From an optimization exercise on the open Yosys and OpenROAD flow, aimed at small area, a short achievable clock period and few clock cycles; shortcuts taken in it are not production practice.
In this exercise RTL edits were held to simulation tests only and were not proved equivalent to the original.
Power and IR drop assume default switching activity.

--- config.mk ---
export PLATFORM = sky130hd
export DESIGN_NAME = lfu_page_cache_directory
export DESIGN_NICKNAME = lfu_page_cache_directory
export VERILOG_FILES = /design/flow/design.v
export SDC_FILE = /design/flow/constraint.sdc
export NUM_CORES = 4
export LEC_CHECK = 0
export CAP_MARGIN = 20
export CORE_MARGIN = 2
export CORE_UTILIZATION = 40
export SLEW_MARGIN = 20
--- run.sh ---
#!/bin/bash
# synth_recipe.tcl (not shown) runs the flow's synth.tcl, then flattens the netlist and writes it again
# the make line also repeats each setting of config.mk as NAME=value (left out here)
make -C /OpenROAD-flow-scripts/flow DESIGN_CONFIG=/design/flow/config.mk WORK_HOME=/design/flow/orfs CLKGATE_MAP_FILE= SYNTH_SCRIPT=/design/flow/synth_recipe.tcl finish
--- constraint.sdc ---
create_clock -name core_clock -period 8.0 [get_ports {clk}]
set_input_delay 1.6000 -clock core_clock [delete_from_list [all_inputs] [get_ports {clk}]]
set_output_delay 1.6000 -clock core_clock [all_outputs]
set_load 0.01 [all_outputs]
--- design.v ---
package lfu_pkg;
	localparam int SLOTS      = 16;
	localparam int COUNT_BITS = 16;
	localparam int PAGE_W     = 32;
	localparam int IDX_W      = 4;    
	localparam int NSLOT_W    = 5;    
	typedef struct packed {
		logic             load;         
		logic             track;        
		logic             hit_upd;      
		logic             alloc;        
		logic             flush_take;   
		logic             flush_end;    
		logic [IDX_W-1:0] idx;
	} lfu_cmd_t;
	typedef struct packed {
		logic match;        
		logic dirty_live;   
		logic pend;         
		logic out_free;     
	} lfu_sts_t;
endpackage
module lfu_page_cache_directory (
	input  logic        clk,
	input  logic        arst_n,
	input  logic        cfg_valid,
	output logic        cfg_ready,
	input  logic [4:0]  cfg_active_slots,
	input  logic        req_valid,
	output logic        req_ready,
	input  logic        req_func,
	input  logic [31:0] req_page_number,
	input  logic        req_is_write,
	output logic        res_valid,
	input  logic        res_ready,
	output logic [3:0]  res_slot,
	output logic        res_hit,
	output logic        res_fill_needed,
	output logic        res_writeback_valid,
	output logic [3:0]  res_writeback_slot,
	output logic [31:0] res_writeback_page,
	output logic        res_last
);
	localparam int S = 16;
	logic [S-1:0]  valid_q, dirty_q;
	logic [31:0]   page_q [S];
	logic [15:0]   cnt_q  [S];
	logic [S-1:0]  act_q;        
	logic          r_valid_q, r_func_q, r_wr_q;
	logic [31:0]   r_page_q;
	logic [S-1:0]  r_match_q;    
	logic [S-1:0]  r_fix_q;      
	logic          r_feq_q;      
	logic          q_valid_q, q_func_q, q_wr_q;
	logic [31:0]   q_page_q;
	logic          o_valid_q;
	logic [3:0]    o_slot_q, o_wbs_q;
	logic          o_hit_q, o_fill_q, o_wbv_q, o_last_q;
	logic [31:0]   o_wbp_q;
	logic          sc_done_q;
	logic [3:0]    sc_idx_q, sc_vic_q;
	logic [15:0]   sc_min_q;
	function automatic [S-1:0] lowest(input [S-1:0] v);
		logic [S-1:0] p;
		p = v;
		p = p | (p << 1);
		p = p | (p << 2);
		p = p | (p << 4);
		p = p | (p << 8);
		lowest = v & ~(p << 1);
	endfunction
	function automatic [3:0] enc(input [S-1:0] oh);
		enc = '0;
		for (int i = 0; i < S; i++)
			if (oh[i]) enc = enc | 4'(i);
	endfunction
	function automatic [S-1:0] act_mask(input [4:0] a);
		for (int i = 0; i < S; i++)
			act_mask[i] = (i == 0) || (a > 5'd16) || (5'(i) < a);
	endfunction
	logic [S-1:0]  match, hit_oh, free, free_oh, dl, dl_oh, one, vic_oh, tgt_oh, sel_oh;
	logic          hit, has_free, dl_any, dl_one, vic_ok;
	logic [15:0]   cnt_sel, cnt_inc;
	logic [31:0]   sel_page;
	always_comb begin
		for (int i = 0; i < S; i++) begin
			match[i] = valid_q[i] && act_q[i] &&
				(r_fix_q[i] ? r_feq_q : r_match_q[i]);
			free[i]  = !valid_q[i] && act_q[i];
			dl[i]    = valid_q[i] && dirty_q[i] && act_q[i];
			one[i]   = act_q[i] && (cnt_q[i] == 16'd1);
		end
	end
	assign hit_oh   = lowest(match);
	assign hit      = |match;
	assign free_oh  = lowest(free);
	assign has_free = |free;
	assign dl_oh    = lowest(dl);
	assign dl_any   = |dl;
	assign dl_one   = (dl & ~dl_oh) == '0;
	logic          scan, sc_take;
	logic [S-1:0]  ptr_oh, scv_oh;
	assign scan = r_valid_q && !r_func_q && !hit && !has_free && !(|one) && !sc_done_q;
	always_comb begin
		for (int i = 0; i < S; i++) begin
			ptr_oh[i] = scan && (sc_idx_q == 4'(i));
			scv_oh[i] = (sc_vic_q == 4'(i));
		end
	end
	assign sc_take = (sc_idx_q == 4'd0) || (act_q[sc_idx_q] && cnt_sel < sc_min_q);
	assign vic_oh = (|one) ? lowest(one) : scv_oh;
	assign vic_ok = (|one) || sc_done_q;
	assign tgt_oh = has_free ? free_oh : vic_oh;
	logic out_free, go, do_acc, do_fl, r_done, evict, alloc, take, r_load, from_q;
	assign out_free  = !o_valid_q || res_ready;
	assign go        = r_valid_q && out_free && (r_func_q || hit || has_free || vic_ok);
	assign do_acc    = go && !r_func_q;
	assign do_fl     = go && r_func_q;
	assign alloc     = do_acc && !hit;
	assign evict     = !hit && !has_free;
	assign r_done    = do_acc || (do_fl && (!dl_any || dl_one));
	assign req_ready = !q_valid_q;
	assign take      = req_valid && !q_valid_q;
	assign from_q    = q_valid_q;
	assign r_load    = (!r_valid_q || r_done) && (q_valid_q || take);
	assign cfg_ready = 1'b1;
	logic          n_func, n_wr;
	logic [31:0]   n_page;
	assign n_func = from_q ? q_func_q : req_func;
	assign n_wr   = from_q ? q_wr_q   : req_is_write;
	assign n_page = from_q ? q_page_q : req_page_number;
	assign sel_oh = r_func_q ? dl_oh : vic_oh;
	always_comb begin
		cnt_sel  = '0;
		sel_page = '0;
		for (int i = 0; i < S; i++) begin
			cnt_sel  = cnt_sel  | (cnt_q[i]  & {16{hit_oh[i] | ptr_oh[i]}});
			sel_page = sel_page | (page_q[i] & {32{sel_oh[i]}});
		end
	end
	assign cnt_inc = (cnt_sel == 16'hFFFF) ? cnt_sel : cnt_sel + 16'd1;
	always_ff @(posedge clk or negedge arst_n) begin
		if (!arst_n) begin
			valid_q   <= '0;
			dirty_q   <= '0;
			act_q     <= '1;
			r_valid_q <= 1'b0;
			q_valid_q <= 1'b0;
			o_valid_q <= 1'b0;
			sc_done_q <= 1'b0;
			sc_idx_q  <= '0;
		end else begin
			if (cfg_valid) act_q <= act_mask(cfg_active_slots);
			if (r_load)      r_valid_q <= 1'b1;
			else if (r_done) r_valid_q <= 1'b0;
			if (take && r_valid_q && !r_done) q_valid_q <= 1'b1;
			else if (r_load)                  q_valid_q <= 1'b0;
			if (go)             o_valid_q <= 1'b1;
			else if (res_ready) o_valid_q <= 1'b0;
			if (go)                             sc_done_q <= 1'b0;
			else if (scan && sc_idx_q == 4'd15) sc_done_q <= 1'b1;
			if (scan) sc_idx_q <= sc_idx_q + 4'd1;
			if (do_acc) begin
				if (hit) begin
					if (r_wr_q) dirty_q <= dirty_q | hit_oh;
				end else begin
					valid_q <= valid_q | tgt_oh;
					dirty_q <= r_wr_q ? (dirty_q | tgt_oh) : (dirty_q & ~tgt_oh);
				end
			end
			if (do_fl) begin
				valid_q <= valid_q & ~dl_oh;
				dirty_q <= dirty_q & ~dl_oh;
			end
		end
	end
	always_ff @(posedge clk) begin
		if (scan && sc_take) begin
			sc_min_q <= cnt_sel;
			sc_vic_q <= sc_idx_q;
		end
		if (take && !from_q) begin
			q_func_q <= req_func;
			q_wr_q   <= req_is_write;
			q_page_q <= req_page_number;
		end
		if (r_load) begin
			r_func_q <= n_func;
			r_wr_q   <= n_wr;
			r_page_q <= n_page;
			for (int i = 0; i < S; i++) r_match_q[i] <= (page_q[i] == n_page);
			r_fix_q  <= alloc ? tgt_oh : '0;
			r_feq_q  <= (r_page_q == n_page);
		end
		for (int i = 0; i < S; i++) begin
			if (do_acc && hit && hit_oh[i])
				cnt_q[i] <= cnt_inc;
			if (alloc && tgt_oh[i]) begin
				cnt_q[i]  <= 16'd1;
				page_q[i] <= r_page_q;
			end
		end
		if (go) begin
			o_slot_q <= r_func_q ? enc(dl_oh) : hit ? enc(hit_oh) : enc(tgt_oh);
			o_hit_q  <= !r_func_q && hit;
			o_fill_q <= !r_func_q && !hit && !r_wr_q;
			o_wbv_q  <= r_func_q ? dl_any : evict;
			o_wbs_q  <= (r_func_q || evict) ? enc(sel_oh) : 4'd0;
			o_wbp_q  <= (r_func_q || evict) ? sel_page : 32'd0;
			o_last_q <= !r_func_q || !dl_any || dl_one;
		end
	end
	assign res_valid           = o_valid_q;
	assign res_slot            = o_slot_q;
	assign res_hit             = o_hit_q;
	assign res_fill_needed     = o_fill_q;
	assign res_writeback_valid = o_wbv_q;
	assign res_writeback_slot  = o_wbs_q;
	assign res_writeback_page  = o_wbp_q;
	assign res_last            = o_last_q;
endmodule
==> notes.md, run 1 <==
----------------------------------------------------
[Global routing]
  Pin count of the biggest net entering global routing ... between 50 and 60
  Wire length of the first global-routing pass ... 308000 µm
  Initial antenna violation count ... 12
  Number of global-route vias before repair ... approximately 37000
  Grt total ovfl ... 0
  All-layer global routing usage ... 0.362

[Power]
  Int Power ... between 10 and 15 mW
  Net switching power figure ... approximately 6.5 mW
  IR drop worst, VDD ... 0.235 mV
  Leakage ... about 19 nW
  Post-layout total power ... 17.2 mW
  Part of the total power dissipated in sequential elements ... 0.384
  Clock share of power ... 0.303
  Logic gate share of total power ... 0.313
  Cell Pwr Density ... 311 nW/µm²
  Switching Share ... 0.376

[Setup path]
  Kind of critical path ... reg -> reg
  Arrival time reported for the critical path endpoint ... 7.65 ns
  Sort of element at the start of the critical path ... register
  Required time worst endpoint ... approximately 8.4 ns
  Maximum fanout encountered on the critical timing path ... 13
  Critical Path Sink Type ... register

[Die]
  Vertical extent of the die ... 349 µm
  Initial core utilization ... 0.404
  Std-Cell Rows ... roughly 130
  Number of top-level pins ... ~90
  Area of the core ... about 120000 µm²
  Die footprint ... roughly 120000 µm²
  Die Span X ... approximately 350 µm

[Synthesis]
  Primary flip-flop cell chosen by synthesis mapping ... sky130_fd_sc_hd__edfxtp_1
  Warning count from the yosys run ... 3
  Syn_nets ... approximately 4400
  Sequential cell area fraction in the yosys report ... 0.562
  Mean instance size in the synthesized netlist ... 11.1 µm²
  Synth Instances ... between 4000 and 5000
  Synth Cell Area ... between 40000 and 50000 µm²
  Number of enable flip-flop cells after synthesis ... around 680
  Fraction of registers with async set/reset ... 0.0557
  Flip-flop and latch count after synthesis ... 988
  Synth cell types ... between 90 and 100

[Placed design]
  Setup WS pre-CTS ... roughly 0.94 ns
  Detailed-placement wirelength estimate ... approximately 160000 µm
  # port buffers ... between 80 and 90
  Placed cell count ... 5815
  Final estimated routing congestion in global placement ... about 1.0

[Timing]
  RSZ-0062 raised after global routing ... no
  Hold Vio Cnt, Final ... 0
  Clock skew after layout ... between 0.07 and 0.08 ns
  Share of the cycle needed by the critical path after routing ... 0.902
  Max frequency ... between 100 and 150 MHz
  Actual slew at the worst max-slew pin ... around 1.3 ns
  Final-layout setup total negative slack ... 0 ns
  Setup violations, final ... 0
  Final worst path period need ... about 7 ns
  Crit path setup slack, layout ... slightly below 0.8 ns
  Final slew viol count ... 0
  Worst slew slack as a fraction of its limit ... 0.156

[Final layout]
  Most frequent cells in the layout ... sky130_fd_sc_hd__edfxtp_1 (677), sky130_fd_sc_hd__xnor2_1 (546), sky130_fd_sc_hd__nand2_1 (312), sky130_fd_sc_hd__a22oi_1 (267), sky130_fd_sc_hd__dfxtp_1 (256)
  Share of layout cells above drive strength 1 ... 0.116
  Area delta synth->final ... 15.6%
  Number of nets in the layout ... approximately 4500
  Core utilization of the finished layout ... 0.467
  Final std cells w/o fill ... 6026
  Most common library cell in the layout ignoring fill and taps ... sky130_fd_sc_hd__edfxtp_1

[Worst hold path]
  Type of the most critical hold path ... reg -> reg

[Clock tree]
  Clock transition at the registers of the reported paths ... 0.07 ns
  CTS tree ... built
  Hold Buf Count CTS ... 0
  CTS-repair resized insts ... 0
  Setup bufs post-CTS ... 0
  Clock latency of the later-clocked register in the worst-skew pair ... between 0.7 and 0.8 ns
  Total number of clock tree sinks ... 988
  CTS H-Tree Depth ... 3
  CTS Root Buffer Type ... sky130_fd_sc_hd__clkbuf_16
  Clock Tree Buf Depth ... 3
  Clock buffers created by TritonCTS ... between 100 and 150

[Drt]
  Initial DRC Count ... a little over 7000
  Residual antenna-violating net count after detailed routing ... 0
  Post-detailed-route DRC marker count ... 0
  Detailed Route WL ... between 200000 and 250000 µm
  Wirelength per Cell ... ~37 µm
  Via/cell ratio ... ~6.6
  Vias post-DR ... ~40000
  Number of iterations in the first detailed-routing pass ... 8

[Status]
  Status ... no timing/DRC/antenna violations

[Run]
  Max-cap violation count ... 0

----------------------------------------------------
-- through the flow --
stage,instance area (µm²),hold slack [ns]
global placement,51500,0.459
CTS,55200,0.473
global route,55200,0.494
finish,55200,0.475
floorplan,47700,0.423
detailed placement,51500,0.464
-- final timing paths --
check	from	end	slack, ns	cells past startpoint
max	act_q[12]$_DFFE_PN1P_	sc_vic_q[0]$_DFFE_PP_	0.79	21
min	cnt_q[3][7]$_SDFFE_PP0P_	cnt_q[3][7]$_SDFFE_PP0P_	0.47	2
max reg2reg	act_q[12]$_DFFE_PN1P_	sc_vic_q[0]$_DFFE_PP_	0.79	21
min reg2reg	cnt_q[3][7]$_SDFFE_PP0P_	cnt_q[3][7]$_SDFFE_PP0P_	0.47	2
max in group asynchronous	arst_n	q_valid_q$_DFFE_PN0P_	6.37	2
min in group asynchronous	arst_n	asynchronous set/reset pin	1.04	2
-- cell type report --
| cell class | count | area, µm² |
|---|---|---|
| repair buffers | 262 | 2340 |
| inverters | 122 | 468 |
| clock buffers | 137 | 2910 |
| flip-flops and latches | 988 | 26900 |
| clock inverters | 68 | 718 |
| fillers | 10800 | 63000 |
| diodes | 6 | 15.0 |
| well taps | 1536 | 1920 |
| multi-input cells | 2907 | 20000 |
-- power by group through the flow --
stage	Sequential, mW	Clock, mW	Combinational, mW
finish	6.61	5.21	5.37
global route	6.65	5.43	5.48
CTS	6.59	5.23	5.17
detailed placement	6.69	0	5.14
global placement	6.69	0	5.16
floorplan	6.53	0	2.80
-- state kept, by name, summed over array words and instances (netlist names), 16 cells and up, named ones only --
name       flops
cnt_q        256
o_wbp_q       32
page_q       512
q_page_q      32
r_fix_q       16
r_match_q     16
r_page_q      32
sc_min_q      16
valid_q       16
-- synthesized netlist by cell type, drive strengths merged, types with 4 or more instances --
cell type / instances / area [µm²]
clkinv: 17 / 63.8
clkbuf: 193 / 726
nor2b: 20 / 125
or2: 7 / 43.8
a22oi: 267 / 2000
nand3: 115 / 576
or3: 10 / 62.6
a221oi: 37 / 324
buf: 101 / 482
a22o: 48 / 420
o311ai: 16 / 140
a21o: 8 / 60.1
o31ai: 23 / 335
mux4: 4 / 90.1
mux2: 11 / 128
mux2i: 48 / 497
nor3: 213 / 1090
a21oi: 226 / 1150
xnor2: 547 / 4810
nand2: 315 / 1200
nor3b: 5 / 37.5
and2: 17 / 109
nor2: 143 / 537
dfrtp: 40 / 1000
and3: 106 / 663
or4b: 5 / 53.8
nand4: 113 / 734
ha: 20 / 250
nor4b: 32 / 287
o21ai: 212 / 1070
dfstp: 15 / 394
edfxtp: 677 / 20300
a31oi: 50 / 325
a221o: 21 / 210
o41ai: 4 / 35.0
dfxtp: 256 / 5120
nand2b: 20 / 125
inv: 105 / 394
a41oi: 4 / 35.0
o22ai: 9 / 56.3
nor4: 186 / 1250
a32oi: 4 / 35.0
-- critical path: stages, from the launching register on --
cell                      delay [ns]
sky130_fd_sc_hd__dfstp_2        0.65
sky130_fd_sc_hd__nor4b_1        0.86
sky130_fd_sc_hd__nand4_1        0.41
sky130_fd_sc_hd__nor4_1         0.52
sky130_fd_sc_hd__nor4_1         0.23
sky130_fd_sc_hd__nand4_4        0.38
sky130_fd_sc_hd__buf_4          0.27
sky130_fd_sc_hd__o31ai_2        0.21
sky130_fd_sc_hd__buf_4          0.27
sky130_fd_sc_hd__a22oi_1        0.21
sky130_fd_sc_hd__nand4_1        0.27
sky130_fd_sc_hd__nor3_1         0.89
sky130_fd_sc_hd__inv_1          0.21
sky130_fd_sc_hd__ha_1           0.35
sky130_fd_sc_hd__a21o_1         0.15
sky130_fd_sc_hd__a21oi_1        0.13
sky130_fd_sc_hd__nor2b_1        0.06
sky130_fd_sc_hd__o21ai_0        0.13
sky130_fd_sc_hd__and4b_1        0.19
sky130_fd_sc_hd__o21ai_0        0.10
sky130_fd_sc_hd__a21oi_2        0.16
sky130_fd_sc_hd__buf_4          0.23
-- cell families (layout without fill, tap and decap cells) --
kind of cell,Yosys count,in the layout,synth area share
XOR/XNOR,549,549,0.101
multiplexers,63,63,0.0150
AO/OA/AOI/OAI,955,955,0.135
AND/OR/NAND/NOR,1318,1318,0.146
other,1,7,0.0000785
adder cells (fa/ha/maj),21,21,0.00545
buffers and inverters,416,589,0.0349
flip-flops,988,988,0.562
-- per-layer routing --
layer | part of all wire | up-vias | track usage
met5 | 0.00030 | - | 0
met4 | 0.072 | 10 | 0.215
met3 | 0.12 | 648 | 0.0819
met2 | 0.44 | 3144 | 0.548
met1 | 0.38 | 19800 | 0.476
li1 | - | 16400 | -
Testbench counts, summed over its fixed seeds: cycles 4,390.
==> inputs of run 2 (changes only) <==
--- a/design.v
+++ b/design.v
@@ -59,3 +59,5 @@
 	logic [31:0]   o_wbp_q;
-	logic          sc_done_q;
+	logic [S-1:0]  cw_q;
+	logic          cw_one_q;
+	logic          sc_run_q, sc_done_q;
 	logic [3:0]    sc_idx_q, sc_vic_q;
@@ -90,3 +92,3 @@
 			dl[i]    = valid_q[i] && dirty_q[i] && act_q[i];
-			one[i]   = act_q[i] && (cnt_q[i] == 16'd1);
+			one[i]   = act_q[i] && (cw_q[i] ? cw_one_q : (cnt_q[i] == 16'd1));
 		end
@@ -100,8 +102,8 @@
 	assign dl_one   = (dl & ~dl_oh) == '0;
-	logic          scan, sc_take;
+	logic          sc_need, sc_take;
 	logic [S-1:0]  ptr_oh, scv_oh;
-	assign scan = r_valid_q && !r_func_q && !hit && !has_free && !(|one) && !sc_done_q;
+	assign sc_need = r_valid_q && !r_func_q && !hit && !has_free && !(|one) && !sc_done_q;
 	always_comb begin
 		for (int i = 0; i < S; i++) begin
-			ptr_oh[i] = scan && (sc_idx_q == 4'(i));
+			ptr_oh[i] = sc_run_q && (sc_idx_q == 4'(i));
 			scv_oh[i] = (sc_vic_q == 4'(i));
@@ -136,3 +138,3 @@
 		for (int i = 0; i < S; i++) begin
-			cnt_sel  = cnt_sel  | (cnt_q[i]  & {16{hit_oh[i] | ptr_oh[i]}});
+			cnt_sel  = cnt_sel  | (cnt_q[i]  & {16{cw_q[i] | ptr_oh[i]}});
 			sel_page = sel_page | (page_q[i] & {32{sel_oh[i]}});
@@ -140,3 +142,3 @@
 	end
-	assign cnt_inc = (cnt_sel == 16'hFFFF) ? cnt_sel : cnt_sel + 16'd1;
+	assign cnt_inc = cw_one_q ? 16'd1 : (cnt_sel == 16'hFFFF) ? cnt_sel : cnt_sel + 16'd1;
 	always_ff @(posedge clk or negedge arst_n) begin
@@ -149,4 +151,6 @@
 			o_valid_q <= 1'b0;
+			sc_run_q  <= 1'b0;
 			sc_done_q <= 1'b0;
 			sc_idx_q  <= '0;
+			cw_q      <= '0;
 		end else begin
@@ -159,5 +163,8 @@
 			else if (res_ready) o_valid_q <= 1'b0;
-			if (go)                             sc_done_q <= 1'b0;
-			else if (scan && sc_idx_q == 4'd15) sc_done_q <= 1'b1;
-			if (scan) sc_idx_q <= sc_idx_q + 4'd1;
+			cw_q <= !do_acc ? '0 : hit ? hit_oh : tgt_oh;
+			if (sc_run_q && sc_idx_q == 4'd15) sc_run_q <= 1'b0;
+			else if (sc_need)                  sc_run_q <= 1'b1;
+			if (go)                                 sc_done_q <= 1'b0;
+			else if (sc_run_q && sc_idx_q == 4'd15) sc_done_q <= 1'b1;
+			if (sc_run_q) sc_idx_q <= sc_idx_q + 4'd1;
 			if (do_acc) begin
@@ -177,3 +184,4 @@
 	always_ff @(posedge clk) begin
-		if (scan && sc_take) begin
+		cw_one_q <= !hit;
+		if (sc_run_q && sc_take) begin
 			sc_min_q <= cnt_sel;
@@ -195,8 +203,6 @@
 		for (int i = 0; i < S; i++) begin
-			if (do_acc && hit && hit_oh[i])
+			if (alloc && tgt_oh[i])
+				page_q[i] <= r_page_q;
+			if (cw_q[i])
 				cnt_q[i] <= cnt_inc;
-			if (alloc && tgt_oh[i]) begin
-				cnt_q[i]  <= 16'd1;
-				page_q[i] <= r_page_q;
-			end
 		end
--- a/config.mk
+++ b/config.mk
@@ -10,2 +10,3 @@
 export CORE_UTILIZATION = 40
+export SETUP_SLACK_MARGIN = 4.5
 export SLEW_MARGIN = 20
==> notes.md, run 2 <==
----------------------------------------------------
[Status]
  Status ... no timing/DRC/antenna violations

[Setup path]
  Origin of the worst setup path ... cnt_q[3][9]$_DFFE_PP_
  Slowest Stage Delay on Critical Path ... 0.60 ns (-0.29 ns)
  Critical path, cell by cell ... nor4_2 -> nand3_1 -> o21ai_2 -> nor4_2 -> buf_4 -> nand4_1 -> buf_4 -> nor4_4 -> buf_4 -> a211o_4 -> buf_6 -> buf_12 -> nor2_4 -> and2_4 -> buf_4 -> buf_12
  Sort of element at the start of the critical path ... register
  Cell count of the worst reg-to-reg path ... 16 (-24%)
  Top cell family by delay on the critical path ... simple AND/OR/NAND/NOR gates
  RR Startpoint ... cnt_q[3][9]$_DFFE_PP_
  Maximum fanout encountered on the critical timing path ... 8 (-5)
  Timing endpoint of the critical path ... page_q[13][10]$_DFFE_PP_
  Required time worst endpoint ... 8.45 ns (+0.02 ns)
  Kind of critical path ... reg -> reg
  Cell occurring most often along the worst timing path ... sky130_fd_sc_hd__buf_4
  Endpoint of the lowest-slack register-to-register path ... page_q[13][10]$_DFFE_PP_
  R2R setup slack ... 3.94 ns (+3.15 ns)
  Number of buffers and inverters on the critical path ... 7 (+3)
  Number of cells on the critical path ... 16 (-24%)
  Slowest-stage cell, CP ... sky130_fd_sc_hd__nor4_2
  Critical Path Sink Type ... register
  Arrival time reported for the critical path endpoint ... 4.52 ns (-3.13 ns)

[Power]
  Post-layout total power ... 18.2 mW (+5.7%)
  Part of the total power dissipated in sequential elements ... 0.370 (-0.014)
  Logic gate share of total power ... 0.344 (+0.031)
  Cell Pwr Density ... 265 nW/µm² (-15%)
  Switching Share ... 0.349 (-0.0272)
  Net switching power figure ... 6.33 mW (-2.0%)
  Leakage ... 23.2 nW (+25%)
  Clock share of power ... 0.286 (-0.017)
  Int Power ... 11.8 mW (+10%)
  IR drop worst, VDD ... 0.226 mV (-3.6%)

[Clock tree]
  Clock transition at the registers of the reported paths ... 0.06 ns (about the same)
  CTS H-Tree Depth ... 3 (unchanged)
  Hold Buf Count CTS ... 0 (unchanged)
  CTS tree ... built
  Clock latency of the later-clocked register in the worst-skew pair ... 0.76 ns (-0.03 ns)
  Total number of clock tree sinks ... 1006 (+1.8%)
  Clock buffers created by TritonCTS ... 110 (+0.92%)
  CTS Root Buffer Type ... sky130_fd_sc_hd__clkbuf_16
  Clock Tree Buf Depth ... 3 (unchanged)

[Drt]
  Wirelength per Cell ... 44.3 µm (+19%)
  Initial DRC Count ... 8829 (+24%)
  Number of iterations in the first detailed-routing pass ... 11 (+3)
  Vias post-DR ... 43100 (+7.8%)
  Residual antenna-violating net count after detailed routing ... 0 (unchanged)
  Post-detailed-route DRC marker count ... 0 (unchanged)
  Via/cell ratio ... 7.01 (+5.6%)
  Detailed Route WL ... 272000 µm (+21%)

[Synthesis]
  Area fraction in compound gates after synthesis ... 0.116 (-0.0189)
  Sequential cell area fraction in the yosys report ... 0.625 (+0.0625)
  Dominant combinational cell family by area after synthesis ... compound AO/OA/AOI/OAI gates
  Synth cell types ... 92 (-6.1%)
  Fraction of registers with async set/reset ... 0.0716 (+0.0159)
  Number of enable flip-flop cells after synthesis ... 933 (+38%)
  Syn_nets ... 3779 (-14%)
  Share of the synthesized area in the top cell type ... 0.586 (+0.161)
  Synth Instances ... 3715 (-14%)
  Primary flip-flop cell chosen by synthesis mapping ... sky130_fd_sc_hd__edfxtp_1
  Flip-flop and latch count after synthesis ... 1006 (+1.8%)
  Synth Area in Adders ... 0.00566 (+0.000205)
  Most common library cells after synthesis ... sky130_fd_sc_hd__edfxtp_1 (933), sky130_fd_sc_hd__xnor2_1 (554), sky130_fd_sc_hd__o21ai_0 (214)
  Multiplexer share of the synthesized area ... 0.0133 (-0.00163)
  Synth Cell Area ... 47800 µm² (about the same)
  Most area-consuming cells after synthesis ... sky130_fd_sc_hd__edfxtp_1 (59%), sky130_fd_sc_hd__xnor2_1 (10%), sky130_fd_sc_hd__dfrtp_1 (3.0%)
  Mean instance size in the synthesized netlist ... 12.9 µm² (+16%)
  Most frequent cell after synthesis ... sky130_fd_sc_hd__edfxtp_1
  Area share of and/or/nand/nor cells after synthesis ... 0.114 (-0.0320)
  Warning count from the yosys run ... 3 (unchanged)
  Top cell type by total area after synthesis ... sky130_fd_sc_hd__edfxtp_1
  Xor/xnor cell area share of the yosys netlist ... 0.102 (+0.000630)

[Timing]
  Setup violations, final ... 0 (unchanged)
  RSZ-0062 raised after global routing ... yes
  Final worst path period need ... 4.06 ns (-3.15 ns)
  Max frequency ... 246 MHz (+78%)
  Final slew viol count ... 0 (unchanged)
  Hold Vio Cnt, Final ... 0 (unchanged)
  Actual slew at the worst max-slew pin ... 1.43 ns (+0.174 ns)
  Worst slew slack as a fraction of its limit ... 0.0407 (-0.115)
  Share of the cycle needed by the critical path after routing ... 0.508 (-0.394)
  Clock skew after layout ... 0.0566 ns (-0.0151 ns)
  Crit path setup slack, layout ... 3.94 ns (+3.15 ns)
  Final-layout setup total negative slack ... 0 ns (unchanged)

[Die]
  Number of top-level pins ... 91 (unchanged)
  Vertical extent of the die ... 350 µm (about the same)
  Area of the core ... 118000 µm² (unchanged)
  Die footprint ... 122000 µm² (about the same)
  Initial core utilization ... 0.404 (about the same)
  Die Span X ... 350 µm (about the same)
  Std-Cell Rows ... 126 (unchanged)

[Placed design]
  Placed cell count ... 5266 (-9.4%)
  # port buffers ... 89 (unchanged)
  Setup WS pre-CTS ... 2.52 ns (+1.58 ns)
  Final estimated routing congestion in global placement ... 1.08 (+3.6%)
  Detailed-placement wirelength estimate ... 162000 µm (+1.5%)

[Global routing]
  Global-route met3 utilization ... 0.193 (+0.111)
  Number of global-route vias before repair ... 39200 (+6.7%)
  Grt total ovfl ... 0 (unchanged)
  Routing layer with the top usage in global route ... met2
  Initial antenna violation count ... 27 (+15)
  Met1 Usage GRT ... 0.500 (+0.0242)
  Pin count of the biggest net entering global routing ... 73 (+30%)
  Wire length of the first global-routing pass ... 350000 µm (+14%)
  All-layer global routing usage ... 0.430 (+0.0672)
  Global-route met2 utilization ... 0.613 (+0.0650)

[Final layout]
  Final std cells w/o fill ... 6152 (+2.1%)
  Share of layout cells above drive strength 1 ... 0.346 (+0.230)
  Regs by FF count ... page_q: 512 flops, cnt_q: 256 flops
  Most frequent cells in the layout ... sky130_fd_sc_hd__edfxtp_1 (933), sky130_fd_sc_hd__xnor2_1 (530), sky130_fd_sc_hd__buf_4 (377), sky130_fd_sc_hd__nand2_1 (177), sky130_fd_sc_hd__o21ai_0 (171)
  Area delta synth->final ... 43.3%
  Number of nets in the layout ... 4575 (+2.7%)
  Area used by multi-input combinational logic ... 21300 µm² (+6.5%)
  Most common library cell in the layout ignoring fill and taps ... sky130_fd_sc_hd__edfxtp_1
  Core utilization of the finished layout ... 0.579 (+0.112)
  Fill cells ... 9220 (-15%)
  Seq. cell area ... 29900 µm² (+11%)
  Flip-flop count of the largest register after layout ... 512 (unchanged)
  Register bank with the most flops ... page_q

[Run]
  Max-cap violation count ... 0 (unchanged)

[Worst hold path]
  Instance count along the most critical hold path ... 1 (-1)
  Type of the most critical hold path ... reg -> reg

----------------------------------------------------
==> run 2: cell count changes after synthesis, sizes merged, moves of 61 or more <==
cell    delta
clkbuf    -61
and3      -81
edfxtp   +256
a21oi    -136
nor3     -163
nand2    -123
dfxtp    -255
a22oi    -190
==> run 2: worst min path at each step <==
stage,from,endpoint,slack [ns]
6_report,register,register,0.50
5_1_grt,register,register,0.52
4_1_cts,register,register,0.49
3_5_place_dp,register,register,0.48
3_3_place_gp,register,register,0.47
2_1_floorplan,sc_idx_q[3]$_DFFE_PN0P_,sc_vic_q[3]$_DFFE_PP_,0.44
==> run 2: routing by layer <==
| metal | up-vias | share of wire |
|---|---|---|
| met3 | 1474 | 0.16 |
| met1 | 21000 | 0.33 |
| met2 | 4453 | 0.40 |
| met5 | - | 0.0013 |
| li1 | 16200 | - |
| met4 | 28 | 0.11 |
==> run 2: kinds of logic after synthesis <==
kind of cell	Yosys count
DFF	1006
and+or+nand+nor	1002
AOI/OAI and AO/OA	778
xor gates and xnor gates	555
buffers and inverters	294
muxes	57
adders and majority gates	22
other	1
==> run 2: per-stage QoR <==
step	cell area (µm²)	hold slack, ns
CTS	65000	0.495
floorplan	48300	0.438
finish	68500	0.497
detailed placement	51900	0.479
global route	68500	0.517
global placement	51900	0.466
==> run 2: power by group through the flow <==
stage | clock network, mW | registers [mW] | logic [mW]
after global routing | 5.38 | 6.73 | 6.25
final | 5.20 | 6.71 | 6.25
after CTS | 5.19 | 6.68 | 5.26
after global placement | 0 | 6.80 | 3.64
after detailed placement | 0 | 6.81 | 3.62
after floorplan | 0 | 6.68 | 1.92
==> run 2: area by class of cell <==
cell class              count  share of cell area
diodes                     12            0.000438
clock inverters            72              0.0102
well taps                1536              0.0281
inverters                  82             0.00501
repair buffers            884               0.166
clock buffers             133              0.0418
multi-input cells        2423               0.311
repair inverters            4             0.00110
flip-flops and latches   1006               0.437
==> run 2: timing repair <==
| item | CTS | global route |
|---|---|---|
| pin swaps | 217 | 201 |
| setup buffers | 418 | 154 |
| cloned | 74 | 21 |
| resized for setup | 758 | 364 |
| endpoints found under the setup margin | 1029 | 1018 |
==> run 2: worst register-to-register path: stages (launching register included) <==
cell,delay [ns]
sky130_fd_sc_hd__edfxtp_1,0.42
sky130_fd_sc_hd__nor4_2,0.60
sky130_fd_sc_hd__nand3_1,0.25
sky130_fd_sc_hd__o21ai_2,0.24
sky130_fd_sc_hd__nor4_2,0.09
sky130_fd_sc_hd__buf_4,0.16
sky130_fd_sc_hd__nand4_1,0.16
sky130_fd_sc_hd__buf_4,0.16
sky130_fd_sc_hd__nor4_4,0.03
sky130_fd_sc_hd__buf_4,0.17
sky130_fd_sc_hd__a211o_4,0.36
sky130_fd_sc_hd__buf_6,0.14
sky130_fd_sc_hd__buf_12,0.12
sky130_fd_sc_hd__nor2_4,0.18
sky130_fd_sc_hd__and2_4,0.38
sky130_fd_sc_hd__buf_4,0.20
sky130_fd_sc_hd__buf_12,0.14
Testbench counts of run 2, summed over its fixed seeds: cycles 4,392.
==> inputs of run 3 (changes only) <==
--- a/design.v
+++ b/design.v
@@ -61,5 +61,6 @@
 	logic          cw_one_q;
-	logic          sc_run_q, sc_done_q;
-	logic [3:0]    sc_idx_q, sc_vic_q;
-	logic [15:0]   sc_min_q;
+	logic [S-1:0]  one_q;        
+	logic          sc_run_q, sc_done_q, sc_cv_q, sc_ca_q;
+	logic [3:0]    sc_idx_q, sc_vic_q, sc_ci_q;
+	logic [15:0]   sc_min_q, sc_cur_q;
 	function automatic [S-1:0] lowest(input [S-1:0] v);
@@ -92,3 +93,3 @@
 			dl[i]    = valid_q[i] && dirty_q[i] && act_q[i];
-			one[i]   = act_q[i] && (cw_q[i] ? cw_one_q : (cnt_q[i] == 16'd1));
+			one[i]   = act_q[i] && one_q[i];
 		end
@@ -111,3 +112,3 @@
 	end
-	assign sc_take = (sc_idx_q == 4'd0) || (act_q[sc_idx_q] && cnt_sel < sc_min_q);
+	assign sc_take = sc_cv_q && sc_ca_q && ((sc_ci_q == 4'd0) || sc_cur_q < sc_min_q);
 	assign vic_oh = (|one) ? lowest(one) : scv_oh;
@@ -153,4 +154,6 @@
 			sc_done_q <= 1'b0;
+			sc_cv_q   <= 1'b0;
 			sc_idx_q  <= '0;
 			cw_q      <= '0;
+			one_q     <= '0;
 		end else begin
@@ -164,7 +167,9 @@
 			cw_q <= !do_acc ? '0 : hit ? hit_oh : tgt_oh;
+			if (do_acc) one_q <= hit ? (one_q & ~hit_oh) : (one_q | tgt_oh);
 			if (sc_run_q && sc_idx_q == 4'd15) sc_run_q <= 1'b0;
-			else if (sc_need)                  sc_run_q <= 1'b1;
-			if (go)                                 sc_done_q <= 1'b0;
-			else if (sc_run_q && sc_idx_q == 4'd15) sc_done_q <= 1'b1;
+			else if (sc_need && !sc_cv_q)      sc_run_q <= 1'b1;
+			if (go)                                sc_done_q <= 1'b0;
+			else if (sc_cv_q && sc_ci_q == 4'd15)  sc_done_q <= 1'b1;
 			if (sc_run_q) sc_idx_q <= sc_idx_q + 4'd1;
+			sc_cv_q <= sc_run_q;
 			if (do_acc) begin
@@ -185,5 +190,8 @@
 		cw_one_q <= !hit;
-		if (sc_run_q && sc_take) begin
-			sc_min_q <= cnt_sel;
-			sc_vic_q <= sc_idx_q;
+		sc_cur_q <= cnt_sel;
+		sc_ci_q  <= sc_idx_q;
+		sc_ca_q  <= act_q[sc_idx_q];
+		if (sc_take) begin
+			sc_min_q <= sc_cur_q;
+			sc_vic_q <= sc_ci_q;
 		end
==> notes.md, run 3 <==
----------------------------------------------------
[Status]
  Status ... no timing/DRC/antenna violations

[Final layout]
  Number of nets in the layout ... 3940 (-14%)
  Register bank with the most flops ... page_q
  Most frequent cells in the layout ... sky130_fd_sc_hd__edfxtp_1 (933), sky130_fd_sc_hd__xnor2_1 (545), sky130_fd_sc_hd__buf_4 (226), sky130_fd_sc_hd__o21ai_0 (222), sky130_fd_sc_hd__nand2_1 (164)
  Flip-flop count of the largest register after layout ... 512 (unchanged)
  Most common library cell in the layout ignoring fill and taps ... sky130_fd_sc_hd__edfxtp_1
  Regs by FF count ... page_q: 512 flops, cnt_q: 256 flops
  Share of layout cells above drive strength 1 ... 0.220 (-0.126)
  Area delta synth->final ... 28.1%
  Fill cells ... 9705 (+5.3%)

[Die]
  Die footprint ... 120000 µm² (-2.1%)
  Vertical extent of the die ... 346 µm (-1.1%)
  Initial core utilization ... 0.403 (-0.00114)
  Die Span X ... 346 µm (-1.1%)
  Number of top-level pins ... 91 (unchanged)
  Std-Cell Rows ... 125 (-0.79%)
  Area of the core ... 116000 µm² (-1.9%)

[Synthesis]
  Primary flip-flop cell chosen by synthesis mapping ... sky130_fd_sc_hd__edfxtp_1
  Synth Cell Area ... 46800 µm² (-2.1%)
  Top cell type by total area after synthesis ... sky130_fd_sc_hd__edfxtp_1
  Fraction of registers with async set/reset ... 0.0852 (+0.0137)
  Number of enable flip-flop cells after synthesis ... 933 (unchanged)
  Most common library cells after synthesis ... sky130_fd_sc_hd__edfxtp_1 (933), sky130_fd_sc_hd__xnor2_1 (547), sky130_fd_sc_hd__o21ai_0 (231)
  Warning count from the yosys run ... 3 (unchanged)
  Syn_nets ... 3514 (-7.0%)
  Synth Instances ... 3450 (-7.1%)
  Mean instance size in the synthesized netlist ... 13.6 µm² (+5.4%)
  Most area-consuming cells after synthesis ... sky130_fd_sc_hd__edfxtp_1 (60%), sky130_fd_sc_hd__xnor2_1 (10%), sky130_fd_sc_hd__dfrtp_1 (4.0%)
  Synth cell types ... 84 (-8.7%)
  Sequential cell area fraction in the yosys report ... 0.657 (+0.0317)
  Share of the synthesized area in the top cell type ... 0.599 (+0.0128)
  Flip-flop and latch count after synthesis ... 1044 (+3.8%)
  Most frequent cell after synthesis ... sky130_fd_sc_hd__edfxtp_1

[Timing]
  Final slew viol count ... 0 (unchanged)
  Clock skew after layout ... 0.0345 ns (-0.0221 ns)
  Worst slew slack as a fraction of its limit ... 0.193 (+0.153)
  Hold Worst Slack ... 0.438 ns (-0.0593 ns)
  Hold Vio Cnt, Final ... 0 (unchanged)
  Setup violations, final ... 0 (unchanged)
  RSZ-0062 raised after global routing ... yes
  Final-layout setup total negative slack ... 0 ns (unchanged)
  Final worst path period need ... 3.89 ns (-0.178 ns)
  Share of the cycle needed by the critical path after routing ... 0.486 (-0.0222)
  Max frequency ... 257 MHz (+4.6%)
  Actual slew at the worst max-slew pin ... 1.20 ns (-0.227 ns)

[Worst hold path]
  Type of the most critical hold path ... reg -> reg
  Instance count along the most critical hold path ... 0 (-1)

[Power]
  IR drop worst, VDD ... 0.224 mV (-0.95%)
  Int Power ... 12.4 mW (+4.6%)
  Cell Pwr Density ... 317 nW/µm² (+19%)
  Leakage ... 19.8 nW (-15%)
  Switching Share ... 0.348 (-0.000471)
  Net switching power figure ... 6.61 mW (+4.4%)
  Clock share of power ... 0.284 (-0.002)
  Part of the total power dissipated in sequential elements ... 0.393 (+0.023)
  Logic gate share of total power ... 0.324 (-0.020)

[Global routing]
  Pin count of the biggest net entering global routing ... 47 (-36%)
  Initial antenna violation count ... 10 (-63%)
  Grt total ovfl ... 0 (unchanged)
  All-layer global routing usage ... 0.319 (-0.110)
  Wire length of the first global-routing pass ... 268000 µm (-24%)
  Number of global-route vias before repair ... 33000 (-16%)

[Drt]
  Via/cell ratio ... 6.58 (-6.1%)
  Initial DRC Count ... 7090 (-20%)
  Wirelength per Cell ... 38.1 µm (-14%)
  Residual antenna-violating net count after detailed routing ... 0 (unchanged)
  Number of iterations in the first detailed-routing pass ... 11 (unchanged)
  Post-detailed-route DRC marker count ... 0 (unchanged)
  Detailed Route WL ... 209000 µm (-23%)
  Vias post-DR ... 36200 (-16%)

[Setup path]
  Timing endpoint of the critical path ... page_q[15][26]$_DFFE_PP_
  R2R setup slack ... 4.11 ns (+0.18 ns)
  Endpoint of the lowest-slack register-to-register path ... page_q[15][26]$_DFFE_PP_
  Kind of critical path ... reg -> reg
  Arrival time reported for the critical path endpoint ... 4.29 ns (-0.23 ns)
  Origin of the worst setup path ... r_feq_q$_DFFE_PP_
  Critical Path Sink Type ... register
  Required time worst endpoint ... 8.41 ns (-0.04 ns)
  Sort of element at the start of the critical path ... register
  RR Startpoint ... r_feq_q$_DFFE_PP_
  Maximum fanout encountered on the critical timing path ... 8 (unchanged)
  Cell count of the worst reg-to-reg path ... 13 (-3)

[Clock tree]
  CTS Root Buffer Type ... sky130_fd_sc_hd__clkbuf_16
  Clock transition at the registers of the reported paths ... 0.06 ns (about the same)
  Total number of clock tree sinks ... 1044 (+3.8%)
  Hold Buf Count CTS ... 0 (unchanged)
  Clock buffers created by TritonCTS ... 111 (+0.91%)
  CTS tree ... built
  Clock latency of the later-clocked register in the worst-skew pair ... 0.73 ns (-0.03 ns)
  Clock Tree Buf Depth ... 3 (unchanged)
  CTS H-Tree Depth ... 3 (unchanged)

[Placed design]
  # port buffers ... 89 (unchanged)
  Final estimated routing congestion in global placement ... 1.06 (-1.1%)
  Detailed-placement wirelength estimate ... 125000 µm (-23%)

[Run]
  Max-cap violation count ... 0 (unchanged)

----------------------------------------------------
[run 3: cell types whose count changed after synthesis, moves of 19 or more]
cell                       delta
sky130_fd_sc_hd__and4_1      +28
sky130_fd_sc_hd__a31oi_1     +20
sky130_fd_sc_hd__dfxtp_1     +21
sky130_fd_sc_hd__nor4_1      -53
sky130_fd_sc_hd__a222oi_1    +34
sky130_fd_sc_hd__a221o_1     -28
sky130_fd_sc_hd__nor2_1      -48
sky130_fd_sc_hd__nand2_1     -19
sky130_fd_sc_hd__nor4b_1     -21
sky130_fd_sc_hd__buf_2       -19
sky130_fd_sc_hd__a21oi_1     -31
sky130_fd_sc_hd__nand3_1     -24
sky130_fd_sc_hd__a22o_1      -34
sky130_fd_sc_hd__nor3_1      -26
[run 3: kinds of logic after synthesis]
kind of cell | share of synthesized area
xor gates and xnor gates | 0.103
muxes | 0.0151
AOI/OAI and AO/OA | 0.101
DFF | 0.657
adders and majority gates | 0.00535
buffers and inverters | 0.0224
and+or+nand+nor | 0.0973
other | 0.0000802
[run 3: power groups by stage]
stage | clock network (mW) | logic (mW) | registers, mW
detailed placement | 0 | 4.58 | 7.57
finish | 5.38 | 6.14 | 7.46
floorplan | 0 | 2.42 | 7.37
global placement | 0 | 4.59 | 7.56
global route | 5.61 | 6.24 | 7.49
CTS | 5.41 | 5.46 | 7.43
[run 3: timing repair]
action,4_1_cts,5_1_grt
setup endpoints to repair,1019,895
buffers inserted,183,75
gates resized for setup,238,148
cloned,15,48
pin swaps,30,41
[run 3: area by class of cell]
cell class,instances,area (µm²),area share
tap,1524,1910,0.0318
sequential,1044,30700,0.513
inverter,74,327,0.00545
timing repair buffer,498,6250,0.104
timing repair inverter,2,18.8,0.000313
antenna,8,20.0,0.000334
clock inverter,71,751,0.0125
multi-input combinational,2145,16900,0.282
clock buffer,138,3000,0.0500
[run 3: worst max-delay path: stages (launching register included)]
cell and delay, ns:
sky130_fd_sc_hd__edfxtp_1 0.47, sky130_fd_sc_hd__buf_6 0.18, sky130_fd_sc_hd__buf_6 0.11, sky130_fd_sc_hd__mux2_4 0.26
sky130_fd_sc_hd__a222oi_1 0.33, sky130_fd_sc_hd__buf_4 0.20, sky130_fd_sc_hd__nand4_1 0.19, sky130_fd_sc_hd__or3b_4 0.52
sky130_fd_sc_hd__clkinv_8 0.08, sky130_fd_sc_hd__nand4_1 0.17, sky130_fd_sc_hd__buf_12 0.20, sky130_fd_sc_hd__or3_4 0.41
sky130_fd_sc_hd__clkinvlp_4 0.23, sky130_fd_sc_hd__buf_12 0.21
[run 3: metrics by stage]
| stage | power, mW | instance area [µm²] | util | worst slack [ns] | cells |
|---|---|---|---|---|---|
| finish | 19.0 | 59900 | 0.516 | 4.11 | 5504 |
| global route | 19.3 | 59900 | 0.516 | 4.12 | 5496 |
| CTS | 18.3 | 57500 | 0.495 | 4.39 | 5373 |
| detailed placement | 12.1 | 50500 | 0.435 | 2.76 | 4966 |
| global placement | 12.1 | 50400 | 0.434 | 2.81 | 4962 |
| floorplan | 9.79 | 47000 | - | 4.23 | 3450 |
[run 3: how the worst min path moves through the flow]
stage / from / end / slack [ns]
2_1_floorplan: sc_idx_q[3]$_DFFE_PN0P_ / sc_ci_q[3]$_DFF_P_ / 0.34
3_3_place_gp: sc_cur_q[7]$_DFF_P_ / sc_min_q[7]$_DFFE_PP_ / 0.42
3_5_place_dp: sc_cur_q[7]$_DFF_P_ / sc_min_q[7]$_DFFE_PP_ / 0.42
4_1_cts: sc_cur_q[7]$_DFF_P_ / sc_min_q[7]$_DFFE_PP_ / 0.44
5_1_grt: sc_cur_q[7]$_DFF_P_ / sc_min_q[7]$_DFFE_PP_ / 0.44
6_report: sc_cur_q[7]$_DFF_P_ / sc_min_q[7]$_DFFE_PP_ / 0.44
[run 3: metal layers]
layer | vias to the layer above | wire [µm] | part of all wire | global-route usage
li1 | 14300 | - | - | -
met4 | 12 | 18300 | 0.088 | 0.198
met3 | 829 | 27300 | 0.13 | 0.0819
met5 | - | 136 | 0.00065 | 0
met1 | 17900 | 74200 | 0.35 | 0.409
met2 | 3123 | 89600 | 0.43 | 0.484
Testbench counts of run 3, summed over its fixed seeds: cycles 4,394.
==> inputs of run 4 (changes only) <==
--- a/design.v
+++ b/design.v
@@ -51,4 +51,2 @@
 	logic [S-1:0]  r_match_q;    
-	logic [S-1:0]  r_fix_q;      
-	logic          r_feq_q;      
 	logic          q_valid_q, q_func_q, q_wr_q;
@@ -89,4 +87,3 @@
 		for (int i = 0; i < S; i++) begin
-			match[i] = valid_q[i] && act_q[i] &&
-				(r_fix_q[i] ? r_feq_q : r_match_q[i]);
+			match[i] = r_match_q[i];
 			free[i]  = !valid_q[i] && act_q[i];
@@ -134,3 +131,3 @@
 	assign n_page = from_q ? q_page_q : req_page_number;
-	assign sel_oh = r_func_q ? dl_oh : vic_oh;
+	assign sel_oh = r_func_q ? dl_oh : evict ? vic_oh : '0;
 	always_comb begin
@@ -206,5 +203,5 @@
 			r_page_q <= n_page;
-			for (int i = 0; i < S; i++) r_match_q[i] <= (page_q[i] == n_page);
-			r_fix_q  <= alloc ? tgt_oh : '0;
-			r_feq_q  <= (r_page_q == n_page);
+			for (int i = 0; i < S; i++)
+				r_match_q[i] <= act_q[i] && ((alloc && tgt_oh[i]) ? (r_page_q == n_page) :
+					(valid_q[i] && !(do_fl && dl_oh[i]) && (page_q[i] == n_page)));
 		end
@@ -221,4 +218,4 @@
 			o_wbv_q  <= r_func_q ? dl_any : evict;
-			o_wbs_q  <= (r_func_q || evict) ? enc(sel_oh) : 4'd0;
-			o_wbp_q  <= (r_func_q || evict) ? sel_page : 32'd0;
+			o_wbs_q  <= enc(sel_oh);
+			o_wbp_q  <= sel_page;
 			o_last_q <= !r_func_q || !dl_any || dl_one;
==> notes.md, run 4 <==
----------------------------------------------------
[Status]
  Status ... no timing/DRC/antenna violations

[Power]
  Switching Share ... 0.303 (-0.0446)
  Leakage ... 22.0 nW (+11%)
  Int Power ... 10.7 mW (-13%)
  Net switching power figure ... 4.68 mW (-29%)
  Part of the total power dissipated in sequential elements ... 0.433 (+0.040)
  Clock share of power ... 0.343 (+0.059)
  IR drop worst, VDD ... 0.206 mV (-8.0%)
  Logic gate share of total power ... 0.224 (-0.100)
  Cell Pwr Density ... 247 nW/µm² (-22%)

[Drt]
  Initial DRC Count ... 7038 (-0.73%)
  Vias post-DR ... 38900 (+7.4%)
  Detailed Route WL ... 223000 µm (+6.4%)
  Via/cell ratio ... 6.60 (+0.18%)
  Number of iterations in the first detailed-routing pass ... 9 (-2)
  Wirelength per Cell ... 37.8 µm (-0.68%)
  Post-detailed-route DRC marker count ... 0 (unchanged)
  Residual antenna-violating net count after detailed routing ... 0 (unchanged)

[Setup path]
  R2R setup slack ... 4.34 ns (+0.22 ns)
  Required time worst endpoint ... 8.37 ns (-0.04 ns)
  Kind of critical path ... reg -> reg
  Arrival time reported for the critical path endpoint ... 4.04 ns (-0.25 ns)
  Number of buffers and inverters on the critical path ... 2 (-5)
  Cell count of the worst reg-to-reg path ... 10 (-3)
  Maximum fanout encountered on the critical timing path ... 25 (+17)
  Slowest-stage cell, CP ... sky130_fd_sc_hd__dfstp_4
  Critical path, cell by cell ... a222oi_1 -> buf_4 -> and3_1 -> nand3_2 -> o21ai_2 -> a21o_4 -> buf_6 -> a22o_1 -> a221oi_1 -> nand4_1
  Endpoint of the lowest-slack register-to-register path ... o_wbp_q[10]$_DFFE_PP_
  Critical Path Sink Type ... register
  Sort of element at the start of the critical path ... register
  Top cell family by delay on the critical path ... compound AO/OA/AOI/OAI gates
  Slowest Stage Delay on Critical Path ... 0.72 ns (+0.20 ns)
  RR Startpoint ... act_q[10]$_DFFE_PN1P_

[Clock tree]
  Clock latency of the later-clocked register in the worst-skew pair ... 0.78 ns (+0.05 ns)
  Clock Tree Buf Depth ... 3 (unchanged)
  CTS Root Buffer Type ... sky130_fd_sc_hd__clkbuf_16
  CTS H-Tree Depth ... 3 (unchanged)
  Clock transition at the registers of the reported paths ... 0.06 ns (about the same)
  CTS tree ... built
  Hold Buf Count CTS ... 0 (unchanged)
  Total number of clock tree sinks ... 1027 (-1.6%)
  Clock buffers created by TritonCTS ... 113 (+1.8%)

[Final layout]
  Number of nets in the layout ... 4320 (+9.6%)
  Regs by FF count ... page_q: 512 flops, cnt_q: 256 flops
  Flip-flop count of the largest register after layout ... 512 (unchanged)
  Share of layout cells above drive strength 1 ... 0.273 (+0.0534)
  Register bank with the most flops ... page_q
  Fill cells ... 9843 (+1.4%)
  Final std cells w/o fill ... 5899 (+7.2%)
  Most common library cell in the layout ignoring fill and taps ... sky130_fd_sc_hd__edfxtp_1
  Area delta synth->final ... 31.9%
  Most frequent cells in the layout ... sky130_fd_sc_hd__edfxtp_1 (916), sky130_fd_sc_hd__buf_4 (430), sky130_fd_sc_hd__xnor2_1 (301), sky130_fd_sc_hd__o21ai_0 (260), sky130_fd_sc_hd__nand2_1 (231)

[Die]
  Vertical extent of the die ... 348 µm (+0.66%)
  Area of the core ... 118000 µm² (+1.5%)
  Std-Cell Rows ... 126 (+0.80%)
  Initial core utilization ... 0.402 (-0.000541)
  Die footprint ... 121000 µm² (+1.3%)
  Die Span X ... 348 µm (+0.66%)
  Number of top-level pins ... 91 (unchanged)

[Worst hold path]
  Hold_sp ... sc_cur_q[2]$_DFF_P_
  Type of the most critical hold path ... reg -> reg
  Instance count along the most critical hold path ... 0 (unchanged)
  WHS Endpoint ... sc_min_q[2]$_DFFE_PP_

[Synthesis]
  Fraction of registers with async set/reset ... 0.0867 (+0.00141)
  Most common library cells after synthesis ... sky130_fd_sc_hd__edfxtp_1 (916), sky130_fd_sc_hd__xnor2_1 (303), sky130_fd_sc_hd__o21ai_0 (283)
  Primary flip-flop cell chosen by synthesis mapping ... sky130_fd_sc_hd__edfxtp_1
  Sequential cell area fraction in the yosys report ... 0.637 (-0.0195)
  Most frequent cell after synthesis ... sky130_fd_sc_hd__edfxtp_1
  Share of the synthesized area in the top cell type ... 0.580 (-0.0187)
  Syn_nets ... 3694 (+5.1%)
  Mean instance size in the synthesized netlist ... 13.1 µm² (-3.7%)
  Synth Instances ... 3630 (+5.2%)
  Most area-consuming cells after synthesis ... sky130_fd_sc_hd__edfxtp_1 (58%), sky130_fd_sc_hd__xnor2_1 (5.6%), sky130_fd_sc_hd__xor2_1 (4.5%)
  Top cell type by total area after synthesis ... sky130_fd_sc_hd__edfxtp_1
  Number of enable flip-flop cells after synthesis ... 916 (-1.8%)
  Warning count from the yosys run ... 3 (unchanged)
  Synth cell types ... 90 (+7.1%)
  Flip-flop and latch count after synthesis ... 1027 (-1.6%)
  Synth Cell Area ... 47400 µm² (+1.3%)

[Global routing]
  Wire length of the first global-routing pass ... 294000 µm (+9.9%)
  Pin count of the biggest net entering global routing ... 57 (+21%)
  Initial antenna violation count ... 18 (+8)
  All-layer global routing usage ... 0.351 (+0.0322)
  Number of global-route vias before repair ... 35000 (+6.0%)
  Grt total ovfl ... 0 (unchanged)

[Placed design]
  # port buffers ... 89 (unchanged)
  Detailed-placement wirelength estimate ... 143000 µm (+15%)
  Placed cell count ... 5195 (+4.6%)
  Final estimated routing congestion in global placement ... 1.05 (-0.98%)

[Timing]
  Share of the cycle needed by the critical path after routing ... 0.458 (-0.0277)
  Final worst path period need ... 3.66 ns (-0.221 ns)
  Setup violations, final ... 0 (unchanged)
  Worst slew slack as a fraction of its limit ... 0.247 (+0.0539)
  RSZ-0062 raised after global routing ... yes
  Max frequency ... 273 MHz (+6.0%)
  Final slew viol count ... 0 (unchanged)
  Actual slew at the worst max-slew pin ... 1.12 ns (-0.0825 ns)
  Hold Worst Slack ... 0.436 ns (-0.00147 ns)
  Clock skew after layout ... 0.0527 ns (+0.0182 ns)
  Hold Vio Cnt, Final ... 0 (unchanged)
  Final-layout setup total negative slack ... 0 ns (unchanged)

[Run]
  Max-cap violation count ... 0 (unchanged)

----------------------------------------------------
-- run 4: cell count changes after synthesis, moves of 47 or more --
cell	before	now
sky130_fd_sc_hd__buf_1	56	5
sky130_fd_sc_hd__a22oi_1	59	122
sky130_fd_sc_hd__o21ai_0	231	283
sky130_fd_sc_hd__nand4_1	116	189
sky130_fd_sc_hd__xor2_1	1	244
sky130_fd_sc_hd__nor4_1	160	113
sky130_fd_sc_hd__xnor2_1	547	303
sky130_fd_sc_hd__nand2_1	173	240
-- run 4: kinds of logic (layout without fill, tap and decap cells) --
group           Yosys count  count (layout)  synth area share
other cells               1              11         0.0000791
fa+ha+maj                22              22           0.00570
mux                      49              54            0.0138
xor+xnor                547             547             0.101
simple gates            945             951             0.108
compound gates          774             776             0.111
buf+inv                 265             975            0.0229
flops                  1027            1027             0.637
-- run 4: what timing repair did --
item,in CTS,in global routing
endpoints found under the setup margin,931,622
pin swaps,69,108
buffers inserted,215,238
resized for setup,462,198
cloned,16,12
-- run 4: routing by layer --
metal  part of all wire  routed length (µm)  track usage  vias up
li1                   -                   -            -    15300
met1               0.37               82300        0.470    19500
met2               0.41               92200        0.501     3356
met3               0.14               31700        0.118      724
met4              0.075               16700        0.192       20
met5            0.00059                 132            0        -
-- run 4: worst register-to-register path, stage by stage, from the launching register on --
cell	delay, ns
sky130_fd_sc_hd__dfstp_4	0.72
sky130_fd_sc_hd__a222oi_1	0.17
sky130_fd_sc_hd__buf_4	0.18
sky130_fd_sc_hd__and3_1	0.21
sky130_fd_sc_hd__nand3_2	0.17
sky130_fd_sc_hd__o21ai_2	0.14
sky130_fd_sc_hd__a21o_4	0.36
sky130_fd_sc_hd__buf_6	0.25
sky130_fd_sc_hd__a22o_1	0.33
sky130_fd_sc_hd__a221oi_1	0.40
sky130_fd_sc_hd__nand4_1	0.37
-- run 4: area by class of cell --
cell class,instances,area (µm²),share of cell area
Antenna cell,10,25.0,0.000400
Clock buffer,141,3030,0.0484
Clock inverter,71,673,0.0108
Inverter,88,417,0.00666
Multi-Input combinational cell,2351,19200,0.308
Sequential cell,1027,30300,0.484
Tap cell,1536,1920,0.0307
Timing Repair Buffer,674,6960,0.111
Timing Repair inverter,1,8.76,0.000140
-- run 4: worst max path at each step --
stage,to,cells past startpoint,startpoint
6_report,o_wbp_q[10]$_DFFE_PP_,10,act_q[10]$_DFFE_PN1P_
4_1_cts,r_match_q[12]$_DFFE_PP_,9,req_page_number[9]
5_1_grt,cnt_q[2][9]$_DFFE_PP_,12,sc_idx_q[0]$_DFFE_PN0P_
3_3_place_gp,r_match_q[6]$_DFFE_PP_,8,req_page_number[23]
3_5_place_dp,r_match_q[13]$_DFFE_PP_,10,req_page_number[10]
2_1_floorplan,r_func_q$_DFFE_PP_,7,res_ready
-- run 4: power by group through the flow --
stage | sequential [mW] | combinational [mW] | clock, mW
after floorplan | 6.68 | 1.20 | 0
after global placement | 6.78 | 2.32 | 0
after detailed placement | 6.78 | 2.31 | 0
after CTS | 6.66 | 2.87 | 5.32
after global routing | 6.68 | 3.49 | 5.52
final | 6.67 | 3.45 | 5.29
-- run 4: per-stage QoR --
stage	worst slack, ns	area [µm²]	utilization	power, mW
final	4.34	62500	0.531	15.4
after floorplan	4.42	47900	-	7.89
after CTS	4.41	59300	0.503	14.9
after global routing	4.32	62500	0.531	15.7
after global placement	2.79	51000	0.433	9.10
after detailed placement	2.78	51000	0.433	9.09
Testbench counts of run 4, summed over its fixed seeds: cycles 4,394.
==> inputs of run 5 (changes only) <==
--- a/config.mk
+++ b/config.mk
@@ -10,3 +10,3 @@
 export CORE_UTILIZATION = 40
-export SETUP_SLACK_MARGIN = 4.5
+export SETUP_SLACK_MARGIN = 4.0
 export SLEW_MARGIN = 20
==> notes.md, run 5 <==
----------------------------------------------------
[Synthesis]
  Primary flip-flop cell chosen by synthesis mapping ... sky130_fd_sc_hd__edfxtp_1
  Mean instance size in the synthesized netlist ... 13.1 µm² (unchanged)
  Syn_nets ... 3694 (unchanged)
  Sequential cell area fraction in the yosys report ... 0.637 (unchanged)
  Most frequent cell after synthesis ... sky130_fd_sc_hd__edfxtp_1
  Share of the synthesized area in the top cell type ... 0.580 (unchanged)
  Warning count from the yosys run ... 3 (unchanged)
  Synth cell types ... 90 (unchanged)

[Setup path]
  R2R setup slack ... 3.89 ns (-0.45 ns)
  Endpoint of the lowest-slack register-to-register path ... o_wbp_q[16]$_DFFE_PP_
  Critical Path Sink Type ... register
  Top cell family by delay on the critical path ... simple AND/OR/NAND/NOR gates
  RR Startpoint ... r_match_q[8]$_DFFE_PP_
  Cell count of the worst reg-to-reg path ... 11 (+1)
  Arrival time reported for the critical path endpoint ... 4.71 ns (+0.67 ns)
  Kind of critical path ... in -> reg
  Slowest Stage Delay on Critical Path ... 0.74 ns (+0.02 ns)
  Number of buffers and inverters on the critical path ... 2 (unchanged)
  Required time worst endpoint ... 8.58 ns (+0.21 ns)

[Drt]
  Number of iterations in the first detailed-routing pass ... 10 (+1)
  Wirelength per Cell ... 37.9 µm (+0.33%)
  Vias post-DR ... 36700 (-5.6%)
  Residual antenna-violating net count after detailed routing ... 0 (unchanged)
  Detailed Route WL ... 209000 µm (-6.2%)
  Initial DRC Count ... 6470 (-8.1%)

[Timing]
  Final worst path period need ... 4.13 ns (+0.463 ns)
  Share of the cycle needed by the critical path after routing ... 0.516 (+0.0578)
  Worst slew slack as a fraction of its limit ... 0.172 (-0.0748)
  Hold Worst Slack ... 0.437 ns (+0.00112 ns)
  RSZ-0062 raised after global routing ... yes
  Final slew viol count ... 0 (unchanged)
  Setup violations, final ... 0 (unchanged)
  Hold Vio Cnt, Final ... 0 (unchanged)
  Clock skew after layout ... 0.0434 ns (-0.00934 ns)

[Final layout]
  Number of nets in the layout ... 3942 (-8.8%)
  Flip-flop count of the largest register after layout ... 512 (unchanged)
  Most frequent cells in the layout ... sky130_fd_sc_hd__edfxtp_1 (916), sky130_fd_sc_hd__xnor2_1 (303), sky130_fd_sc_hd__o21ai_0 (279), sky130_fd_sc_hd__nand2_1 (238), sky130_fd_sc_hd__xor2_1 (236)
  Regs by FF count ... page_q: 512 flops, cnt_q: 256 flops
  Area delta synth->final ... 19.2%
  Core utilization of the finished layout ... 0.480 (-0.0512)
  Most common library cell in the layout ignoring fill and taps ... sky130_fd_sc_hd__edfxtp_1
  Fill cells ... 10300 (+5.0%)
  Design Area, Final ... 56500 µm² (-9.7%)

[Power]
  Leakage ... 19.2 nW (-13%)
  Int Power ... 10.5 mW (-2.1%)
  Part of the total power dissipated in sequential elements ... 0.447 (+0.014)
  Cell Pwr Density ... 263 nW/µm² (+6.6%)
  Logic gate share of total power ... 0.178 (-0.046)
  IR drop worst, VDD ... 0.175 mV (-15%)

[Clock tree]
  Clock latency of the later-clocked register in the worst-skew pair ... 0.74 ns (-0.04 ns)
  CTS Root Buffer Type ... sky130_fd_sc_hd__clkbuf_16
  CTS tree ... built
  Clock transition at the registers of the reported paths ... 0.06 ns (about the same)

[Global routing]
  Number of global-route vias before repair ... 34000 (-2.6%)
  Wire length of the first global-routing pass ... 284000 µm (-3.6%)
  Grt total ovfl ... 0 (unchanged)
  Pin count of the biggest net entering global routing ... 67 (+18%)
  Initial antenna violation count ... 11 (-7)
  All-layer global routing usage ... 0.337 (-0.0138)

[Status]
  Status ... no timing/DRC/antenna violations

[Worst hold path]
  Type of the most critical hold path ... reg -> reg
  Hold_sp ... sc_cur_q[3]$_DFF_P_
  Instance count along the most critical hold path ... 0 (unchanged)
  WHS Endpoint ... sc_min_q[3]$_DFFE_PP_

[Die]
  Std-Cell Rows ... 126 (unchanged)
  Number of top-level pins ... 91 (unchanged)
  Die Span X ... 348 µm (unchanged)
  Vertical extent of the die ... 348 µm (unchanged)

[Placed design]
  Placed cell areas ... 51000 µm² (about the same)
  Final estimated routing congestion in global placement ... 1.03 (-2.1%)
  # port buffers ... 89 (unchanged)

----------------------------------------------------
==> run 5: cell counts after synthesis <==
Identical to the previous run, type by type.
==> run 5: final cells by class <==
class                           instances  area, µm²  area share
Inverter                               88        354     0.00627
Clock inverter                         73       1030      0.0182
Tap cell                             1536       1920      0.0340
Clock buffer                          135       2890      0.0511
Timing Repair Buffer                  310       2950      0.0522
Antenna cell                            4       10.0    0.000177
Sequential cell                      1027      30200       0.535
Multi-Input combinational cell       2340      17100       0.303
==> run 5: worst max path at each step <==
stage / start / end / cells past startpoint
CTS: r_match_q[2]$_DFFE_PP_ / o_wbp_q[29]$_DFFE_PP_ / 9
floorplan: res_ready / r_func_q$_DFFE_PP_ / 7
finish: req_page_number[10] / r_match_q[1]$_DFFE_PP_ / 8
global route: sc_idx_q[1]$_DFFE_PN0P_ / cnt_q[5][8]$_DFFE_PP_ / 14
global placement: res_ready / r_page_q[15]$_DFFE_PP_ / 8
detailed placement: res_ready / page_q[9][21]$_DFFE_PP_ / 7
==> run 5: layer usage <==
metal	up-vias	wire length, µm	global-route usage
met4	8	14800	0.189
met3	694	27700	0.0998
met5	-	47	0
met2	3048	88300	0.494
met1	18400	78200	0.448
li1	14600	-	-
==> run 5: kinds of logic (layout without fill, tap and decap cells) <==
| kind of cell | after synthesis | after routing | share of synthesized area |
|---|---|---|---|
| DFF | 1027 | 1027 | 0.637 |
| adders and majority gates | 22 | 22 | 0.00570 |
| muxes | 49 | 50 | 0.0138 |
| buffers and inverters | 265 | 606 | 0.0229 |
| and+or+nand+nor | 945 | 946 | 0.108 |
| other | 1 | 5 | 0.0000791 |
| xor gates and xnor gates | 547 | 547 | 0.101 |
| AOI/OAI and AO/OA | 774 | 774 | 0.111 |
==> run 5: power groups by stage <==
stage	Sequential (mW)	Combinational (mW)	Clock (mW)
6_report	6.63	2.65	5.57
5_1_grt	6.65	2.70	5.80
4_1_cts	6.62	2.51	5.59
3_5_place_dp	6.75	2.35	0
3_3_place_gp	6.75	2.34	0
2_1_floorplan	6.68	1.14	0
==> run 5: per-stage QoR <==
step	cells	setup WS, ns	power [mW]
6_report	5513	3.87	14.8
3_5_place_dp	5214	2.87	9.10
4_1_cts	5489	4.00	14.7
5_1_grt	5509	3.92	15.1
2_1_floorplan	3630	4.02	7.83
3_3_place_gp	5210	2.50	9.09
==> run 5: worst reg2reg max path: cells and delay by family, from the launching register on <==
kind	cells	cell delay, ns
AOI/OAI and AO/OA	2	0.54
buffers and inverters	3	0.72
DFF	1	0.59
and+or+nand+nor	6	1.97
==> run 5: timing repair <==
action	CTS	global route
setup endpoints to repair	858	469
setup buffers	67	17
pin swaps	9	14
gates resized for setup	94	53
cloned	0	2
hold buffers	0	0

[afterwards: timing with drivers on the ports]
The flow's constraints put no driver on any port. The routed layouts listed below were extracted and timed again, unchanged, in two steps.
Step 1: set_driving_cell puts a clkbuf_16 on clk and a buf_2 on each other input, an assumption about the parent block.
Step 2 also shifts input and output timing later by t, the mid clock arrival at the registers, as if the neighbouring blocks saw the same clock.
Three values: ideal, step 1, step 2; two values: the first two.
| run | t, ns | setup WS [ns] | worst register clock-pin slew, ns |
|---|---|---|---|
| run 1 | 0.820 | 0.786 / 0.786 / 0.786 | 0.07 / 0.07 |
| run 2 | 0.816 | 3.936 / 3.936 / 3.410 | 0.07 / 0.07 |
| run 3 | 0.784 | 4.114 / 4.114 / 3.504 | 0.07 / 0.07 |
| run 4 | 0.820 | 4.335 / 4.335 / 3.562 | 0.07 / 0.07 |
| run 5 | 0.788 | 3.873 / 3.891 / 3.133 | 0.07 / 0.07 |
After both steps setup and hold are still met in every run listed. The setup slack of run 4, which loses most, moves by 0.000 ns with the drivers and by -0.773 ns with both steps.
